Context: an optimization exercise on an open-source flow, tuned for small area, a short achievable clock period and few clock cycles. The choices shown serve that exercise and are no tape-out recipe.
RTL that was checked went through simulation tests only; none was proved equivalent to the original.
Power figures rest on the tool's default switching activity, not on a simulated workload.

==> flow/design.v <==
package cbcr_pkg;
   localparam int CHUNK_LEN_DEF = 256;
   localparam int POS_W     = 32;
   localparam int SCALE_W   = 31;
   localparam int BOX_W     = 34;
   localparam int SIZE_W    = 33;
   localparam int CNT_OUT_W = 9;
   localparam int START_W   = 32;
   localparam int AXES      = 3;
   localparam int DIV_BITS  = 2;
   localparam int DIV_CYC   = (POS_W + DIV_BITS - 1) / DIV_BITS;
   localparam int DIV_STEPS = DIV_CYC * DIV_BITS;
   localparam bit READY_THRU = 1'b0;
   localparam int SIZE_BITS = 3;
   localparam int SIZE_CYC  = (SIZE_W + SIZE_BITS - 1) / SIZE_BITS;
endpackage
module cbcr_div #(
   parameter int REM_W = 8,
   parameter int Q_W   = 32,
   parameter int BITS  = 4
) (
   input  logic [REM_W+Q_W-1:0] word_in,
   input  logic [REM_W:0]       divisor,
   output logic [REM_W+Q_W-1:0] word_out
);
   logic [REM_W-1:0] rem;
   logic [Q_W-1:0]   q;
   logic [REM_W:0]   t;
   logic [REM_W+1:0] diff;
   always_comb begin
      rem = word_in[REM_W+Q_W-1:Q_W];
      q   = word_in[Q_W-1:0];
      for (int i = 0; i < BITS; i++) begin
         t    = {rem, q[Q_W-1]};
         diff = {1'b0, t} - {1'b0, divisor};
         if (!diff[REM_W+1]) begin
            rem = diff[REM_W-1:0];
            q   = {q[Q_W-2:0], 1'b1};
         end else begin
            rem = t[REM_W-1:0];
            q   = {q[Q_W-2:0], 1'b0};
         end
      end
      word_out = {rem, q};
   end
endmodule
module cbcr_ctrl #(
   parameter int DIV_CYC = 16,
   parameter bit READY_THRU = 1'b0,
   parameter int SIZE_CYC = 11
) (
   input  logic clock,
   input  logic reset,
   input  logic req_tvalid,
   output logic req_tready,
   output logic rsp_tvalid,
   input  logic rsp_tready,
   input  logic s1_last,      
   input  logic fill_full,    
   output logic fold,         
   output logic div_step,     
   output logic fix,          
   output logic size_step,    
   output logic xfer          
);
   localparam int STEP_W = $clog2(DIV_CYC + 1);
   logic              s1_v_ff;
   logic              div_ff;
   logic              out_ff;
   logic [STEP_W-1:0] step_ff;
   logic              close;
   logic              step_last;
   assign fold       = s1_v_ff;
   assign close      = s1_v_ff && (s1_last || fill_full);
   assign div_step   = div_ff && !step_last;
   assign fix        = div_ff && step_last;
   assign size_step  = div_ff && (step_ff < STEP_W'(SIZE_CYC));
   assign step_last  = (step_ff == STEP_W'(DIV_CYC));
   assign xfer       = out_ff && rsp_tready;
   assign rsp_tvalid = out_ff;
   assign req_tready = out_ff ? (READY_THRU && rsp_tready) : (!div_ff && !close);
   always_ff @(posedge clock) begin
      if (reset) begin
         s1_v_ff <= 1'b0;
         div_ff  <= 1'b0;
         out_ff  <= 1'b0;
         step_ff <= '0;
      end else begin
         s1_v_ff <= req_tvalid && req_tready;
         if (close) div_ff <= 1'b1;
         else if (div_ff && step_last) div_ff <= 1'b0;
         if (div_ff && step_last) out_ff <= 1'b1;
         else if (rsp_tready) out_ff <= 1'b0;
         step_ff <= div_ff ? step_ff + STEP_W'(1) : '0;
      end
   end
endmodule
module cbcr_datapath #(
   parameter int CHUNK_LEN = cbcr_pkg::CHUNK_LEN_DEF,
   parameter int DIV_BITS  = cbcr_pkg::DIV_BITS
) (
   input  logic         clock,
   input  logic         reset,
   input  logic [191:0] req_tdata,
   input  logic         req_tlast,
   input  logic         fold,
   input  logic         div_step,
   input  logic         fix,
   input  logic         size_step,
   input  logic         xfer,
   output logic         s1_last,
   output logic         fill_full,
   output logic [375:0] rsp_tdata
);
   localparam int POS_W   = cbcr_pkg::POS_W;
   localparam int SCALE_W = cbcr_pkg::SCALE_W;
   localparam int BOX_W   = cbcr_pkg::BOX_W;
   localparam int SIZE_W  = cbcr_pkg::SIZE_W;
   localparam int START_W = cbcr_pkg::START_W;
   localparam int AXES    = cbcr_pkg::AXES;
   localparam int CNT_W   = $clog2(CHUNK_LEN + 1);
   localparam int REM_W   = CNT_W - 1;
   localparam int ACC_W   = POS_W + REM_W;
   localparam int STEPS   = cbcr_pkg::DIV_STEPS;
   localparam int SUM_W   = STEPS + REM_W;
   localparam int BND_W   = BOX_W - 1;
   logic [POS_W-1:0]   p_ff [AXES];
   logic [SCALE_W-1:0] r_ff;
   logic               last_ff;
   logic [SCALE_W-1:0] sx, sy, sz, radius;
   logic [SUM_W-1:0]   sum_ff [AXES];
   logic [BND_W-1:0]   lo_ff  [AXES];
   logic [BND_W-1:0]   hi_ff  [AXES];
   logic [SCALE_W-1:0] peak_ff;
   logic [CNT_W-1:0]   fill_ff;
   logic [START_W-1:0] start_ff;
   logic               first;
   logic [SUM_W-1:0]   sum_in [AXES];
   logic [SUM_W-1:0]   div_out [AXES];
   logic [BND_W-1:0]   lo_c   [AXES];
   logic [BND_W-1:0]   hi_c   [AXES];
   logic               lo_take [AXES];
   logic               hi_take [AXES];
   localparam int SB = cbcr_pkg::SIZE_BITS;
   logic [SB-1:0]      size_bits  [AXES];
   logic               borrow_out [AXES];
   logic               borrow_ff  [AXES];
   logic [POS_W-1:0]   center [AXES];
   logic [SIZE_W-1:0]  size   [AXES];
   assign sx = req_tdata[126:96];
   assign sy = req_tdata[157:127];
   assign sz = req_tdata[188:158];
   always_comb begin
      logic xy, xz, yz;
      xy = sx >= sy;
      xz = sx >= sz;
      yz = sy >= sz;
      if (xy && xz)      radius = sx;
      else if (!xy && yz) radius = sy;
      else               radius = sz;
   end
   always_ff @(posedge clock) begin
      for (int k = 0; k < AXES; k++) p_ff[k] <= req_tdata[32*k +: 32];
      r_ff    <= radius;
      last_ff <= req_tlast;
   end
   assign s1_last   = last_ff;
   assign fill_full = (fill_ff == CNT_W'(CHUNK_LEN - 1));
   assign first     = (fill_ff == '0);
   for (genvar g = 0; g < AXES; g++) begin : g_axis
      cbcr_div #(
         .REM_W (REM_W),
         .Q_W   (STEPS),
         .BITS  (DIV_BITS)
      ) u_div (
         .word_in  (sum_ff[g]),
         .divisor  (fill_ff),
         .word_out (div_out[g])
      );
      always_comb begin
         logic [BND_W-1:0] pe, re;
         logic [ACC_W-1:0] acc;
         logic [POS_W-1:0] q;
         logic             up, lsb;
         q   = sum_ff[g][POS_W-1:0];
         up  = fix && !q[POS_W-1] && (sum_ff[g][SUM_W-1:STEPS] != '0);
         {acc, lsb} = {(first ? ACC_W'(0) : sum_ff[g][ACC_W-1:0]), up}
                    + {ACC_W'({~p_ff[g][POS_W-1], p_ff[g][POS_W-2:0]} & {POS_W{fold}}), up};
         sum_in[g] = SUM_W'(acc);
         pe   = BND_W'($signed(p_ff[g]));
         re   = BND_W'(r_ff);
         lo_c[g] = pe - re;
         hi_c[g] = pe + re;
         lo_take[g] = first || $signed(lo_c[g]) < $signed(lo_ff[g]);
         hi_take[g] = first || $signed(hi_c[g]) > $signed(hi_ff[g]);
      end
      always_comb begin
         logic [SB:0] d;
         d = {1'b0, hi_ff[g][SB-1:0]} - {1'b0, lo_ff[g][SB-1:0]} - (SB+1)'(borrow_ff[g]);
         size_bits[g]  = d[SB-1:0];
         borrow_out[g] = d[SB];
      end
      always_ff @(posedge clock) begin
         if (fold || fix) begin
            sum_ff[g] <= sum_in[g];
         end else if (div_step) begin
            sum_ff[g] <= div_out[g];
         end
         if (size_step) begin
            lo_ff[g] <= {lo_ff[g][SB-1:0], lo_ff[g][BND_W-1:SB]};
            hi_ff[g] <= {size_bits[g], hi_ff[g][BND_W-1:SB]};
         end else if (fold) begin
            if (lo_take[g]) lo_ff[g] <= lo_c[g];
            if (hi_take[g]) hi_ff[g] <= hi_c[g];
         end
         borrow_ff[g] <= size_step && borrow_out[g];
      end
      always_comb begin
         center[g] = {~sum_ff[g][POS_W-1], sum_ff[g][POS_W-2:0]};
         size[g]   = SIZE_W'(hi_ff[g]);
      end
   end
   always_ff @(posedge clock) begin
      if (fold) peak_ff <= (first || r_ff > peak_ff) ? r_ff : peak_ff;
   end
   always_ff @(posedge clock) begin
      if (reset) begin
         fill_ff  <= '0;
         start_ff <= '0;
      end else if (xfer) begin
         fill_ff  <= '0;
         start_ff <= start_ff + START_W'(fill_ff);
      end else if (fold) begin
         fill_ff  <= fill_ff + CNT_W'(1);
      end
   end
   assign rsp_tdata = {7'b0000000,
                       size[2], size[1], size[0],
                       lo_ff[2][BND_W-1], lo_ff[2], lo_ff[1][BND_W-1], lo_ff[1],
                       lo_ff[0][BND_W-1], lo_ff[0],
                       peak_ff,
                       center[2], center[1], center[0],
                       fill_ff, start_ff};
endmodule
module chunk_bounds_centroid_reduce #(
   parameter int CHUNK_LEN = cbcr_pkg::CHUNK_LEN_DEF
) (
   input  logic         clock,
   input  logic         reset,
   input  logic         req_tvalid,
   output logic         req_tready,
   input  logic [191:0] req_tdata,
   input  logic         req_tlast,
   output logic         rsp_tvalid,
   input  logic         rsp_tready,
   output logic [375:0] rsp_tdata
);
   localparam int DIV_CYC = cbcr_pkg::DIV_CYC;
   logic s1_last, fill_full, fold, div_step, fix, size_step, xfer;
   cbcr_ctrl #(
      .DIV_CYC    (DIV_CYC),
      .READY_THRU (cbcr_pkg::READY_THRU),
      .SIZE_CYC   (cbcr_pkg::SIZE_CYC)
   ) u_ctrl (
      .clock      (clock),
      .reset      (reset),
      .req_tvalid (req_tvalid),
      .req_tready (req_tready),
      .rsp_tvalid (rsp_tvalid),
      .rsp_tready (rsp_tready),
      .s1_last    (s1_last),
      .fill_full  (fill_full),
      .fold       (fold),
      .div_step   (div_step),
      .fix        (fix),
      .size_step  (size_step),
      .xfer       (xfer)
   );
   cbcr_datapath #(
      .CHUNK_LEN (CHUNK_LEN),
      .DIV_BITS  (cbcr_pkg::DIV_BITS)
   ) u_datapath (
      .clock     (clock),
      .reset     (reset),
      .req_tdata (req_tdata),
      .req_tlast (req_tlast),
      .fold      (fold),
      .div_step  (div_step),
      .fix       (fix),
      .size_step (size_step),
      .xfer      (xfer),
      .s1_last   (s1_last),
      .fill_full (fill_full),
      .rsp_tdata (rsp_tdata)
   );
endmodule
Settings: LEC_CHECK=0, CAP_MARGIN=20, CORE_MARGIN=2, CORE_UTILIZATION=60, PLACE_DENSITY=0.8, SLEW_MARGIN=20, TNS_END_PERCENT=5; clock period 13.0 ns.
standard.sh (not shown) runs the stock make flow with config.mk's settings and CLKGATE_MAP_FILE= SYNTH_SCRIPT=/design/flow/synth_recipe.tcl, a recipe that flattens the netlist after the stock synthesis.
==> flow/flow/run.sh <==
#!/bin/bash
# The standard layout, except: adders' carry logic starts from the map in
# flow/lcu.v, the port buffers are the smallest buffer cell, and timing
# repair aims for more setup slack.
set -euo pipefail
here=$(pwd)
bash standard.sh "SYNTH_OPERATIONS_ARGS=-extra-map $here/flow/lcu.v" \
   "BUFFER_PORTS_ARGS=-buffer_cell sky130_fd_sc_hd__buf_1" SETUP_SLACK_MARGIN=8 finish > standard.log 2>&1
==> flow/flow/lcu.v <==
(* techmap_celltype = "$lcu" *)
module _80_lcu_sklansky (P, G, CI, CO);
	parameter WIDTH = 2;

	(* force_downto *)
	input [WIDTH-1:0] P, G;
	input CI;

	(* force_downto *)
	output [WIDTH-1:0] CO;

	integer i, j;
	(* force_downto *)
	reg [WIDTH-1:0] p, g;

	wire [1023:0] _TECHMAP_DO_ = "proc; opt -fast";

	always @* begin
		p = P;
		g = G;

		// in almost all cases CI will be constant zero
		g[0] = g[0] | (p[0] & CI);

		for (i = 0; i < $clog2(WIDTH); i = i + 1) begin
			// iterate in reverse so we don't confuse a result from this stage and the previous
			for (j = WIDTH - 1; j >= 0; j = j - 1) begin
				if (j & 2**i) begin
					g[j] = g[j] | p[j] & g[(j & ~(2**i - 1)) - 1];
					p[j] = p[j] & p[(j & ~(2**i - 1)) - 1];
				end
			end
		end
	end

	assign CO = g;
endmodule
The first run ran to the end with no violations.
Testbench counts at the start, summed over its fixed seeds: cycles 79,926.
Next try:
--- a/flow/design.v
+++ b/flow/design.v
@@ -133,8 +133,9 @@
    logic [BND_W-1:0]   hi_ff  [AXES];
    logic [SCALE_W-1:0] peak_ff;
    logic [CNT_W-1:0]   fill_ff;
    logic [START_W-1:0] start_ff;
+   logic               full_ff;       
    logic               first;
    logic [SUM_W-1:0]   sum_in [AXES];
    logic [SUM_W-1:0]   div_out [AXES];
    logic [BND_W-1:0]   lo_c   [AXES];
@@ -150,23 +151,24 @@
    assign sx = req_tdata[126:96];
    assign sy = req_tdata[157:127];
    assign sz = req_tdata[188:158];
    always_comb begin
-      logic xy, xz, yz;
+      logic xy, xz, yz, tx, ty, tz;
       xy = sx >= sy;
       xz = sx >= sz;
       yz = sy >= sz;
-      if (xy && xz)      radius = sx;
-      else if (!xy && yz) radius = sy;
-      else               radius = sz;
+      tx = xy && xz;
+      ty = !xy && yz;
+      tz = !tx && !ty;
+      radius = (sx & {SCALE_W{tx}}) | (sy & {SCALE_W{ty}}) | (sz & {SCALE_W{tz}});
    end
    always_ff @(posedge clock) begin
       for (int k = 0; k < AXES; k++) p_ff[k] <= req_tdata[32*k +: 32];
       r_ff    <= radius;
       last_ff <= req_tlast;
    end
    assign s1_last   = last_ff;
-   assign fill_full = (fill_ff == CNT_W'(CHUNK_LEN - 1));
+   assign fill_full = full_ff;
    assign first     = (fill_ff == '0);
    for (genvar g = 0; g < AXES; g++) begin : g_axis
       cbcr_div #(
          .REM_W (REM_W),
@@ -225,14 +227,17 @@
    end
    always_ff @(posedge clock) begin
       if (reset) begin
          fill_ff  <= '0;
+         full_ff  <= 1'b0;
          start_ff <= '0;
       end else if (xfer) begin
          fill_ff  <= '0;
+         full_ff  <= 1'b0;
          start_ff <= start_ff + START_W'(fill_ff);
       end else if (fold) begin
          fill_ff  <= fill_ff + CNT_W'(1);
+         full_ff  <= (fill_ff == CNT_W'(CHUNK_LEN - 2));
       end
    end
    assign rsp_tdata = {7'b0000000,
                        size[2], size[1], size[0],
- global-route usage grows by 0.66 points
- cell count shrinks by 2.3%
- routed wire length shrinks by 0.49%
- final area shrinks by about 3.4%
- synthesized area shrinks by 1.8%
- combinational power shrinks by about 2%
- setup slack is worse by 0.24 ns
- power is about the same
- register-to-register slack is worse by 0.24 ns
- sequential cell count grows by 1
- sequential share of layout area grows by 1.0 points
For the second run of this note, only the layout was checked, not whether the RTL still works.

re-timing with driven ports:
No port has a modelled driver above. Below, the same layouts with a new extraction and two added sets of constraints. Step 1, drivers: a clkbuf_16 drives clock and a buf_2 each remaining input, both assumed. Step 2, shift: input delay + t, output delay - t, t = (earliest + latest rising clock arrival at the registers) / 2. This alone moves slack from input paths to output paths. Three values: ideal ports, drivers, drivers and shift; two values: the first two.
| run | t (ns) | setup WS [ns] | worst setup path after step 2 | latest minus earliest clock arrival (ns) | slew at the worst register clock pin (ns) |
|---|---|---|---|---|---|
| the first run | 0.696 | 7.413 / 7.413 / 6.977 | input to register | 0.020 / 0.020 | 0.07 / 0.07 |
| the second run | 0.702 | 7.175 / 7.175 / 6.722 | input to register | 0.037 / 0.037 | 0.07 / 0.07 |
After both steps every run listed still meets setup and hold. For the second run, which loses most, drivers alone change the setup slack by 0.000 ns; drivers and shift together by -0.453 ns.
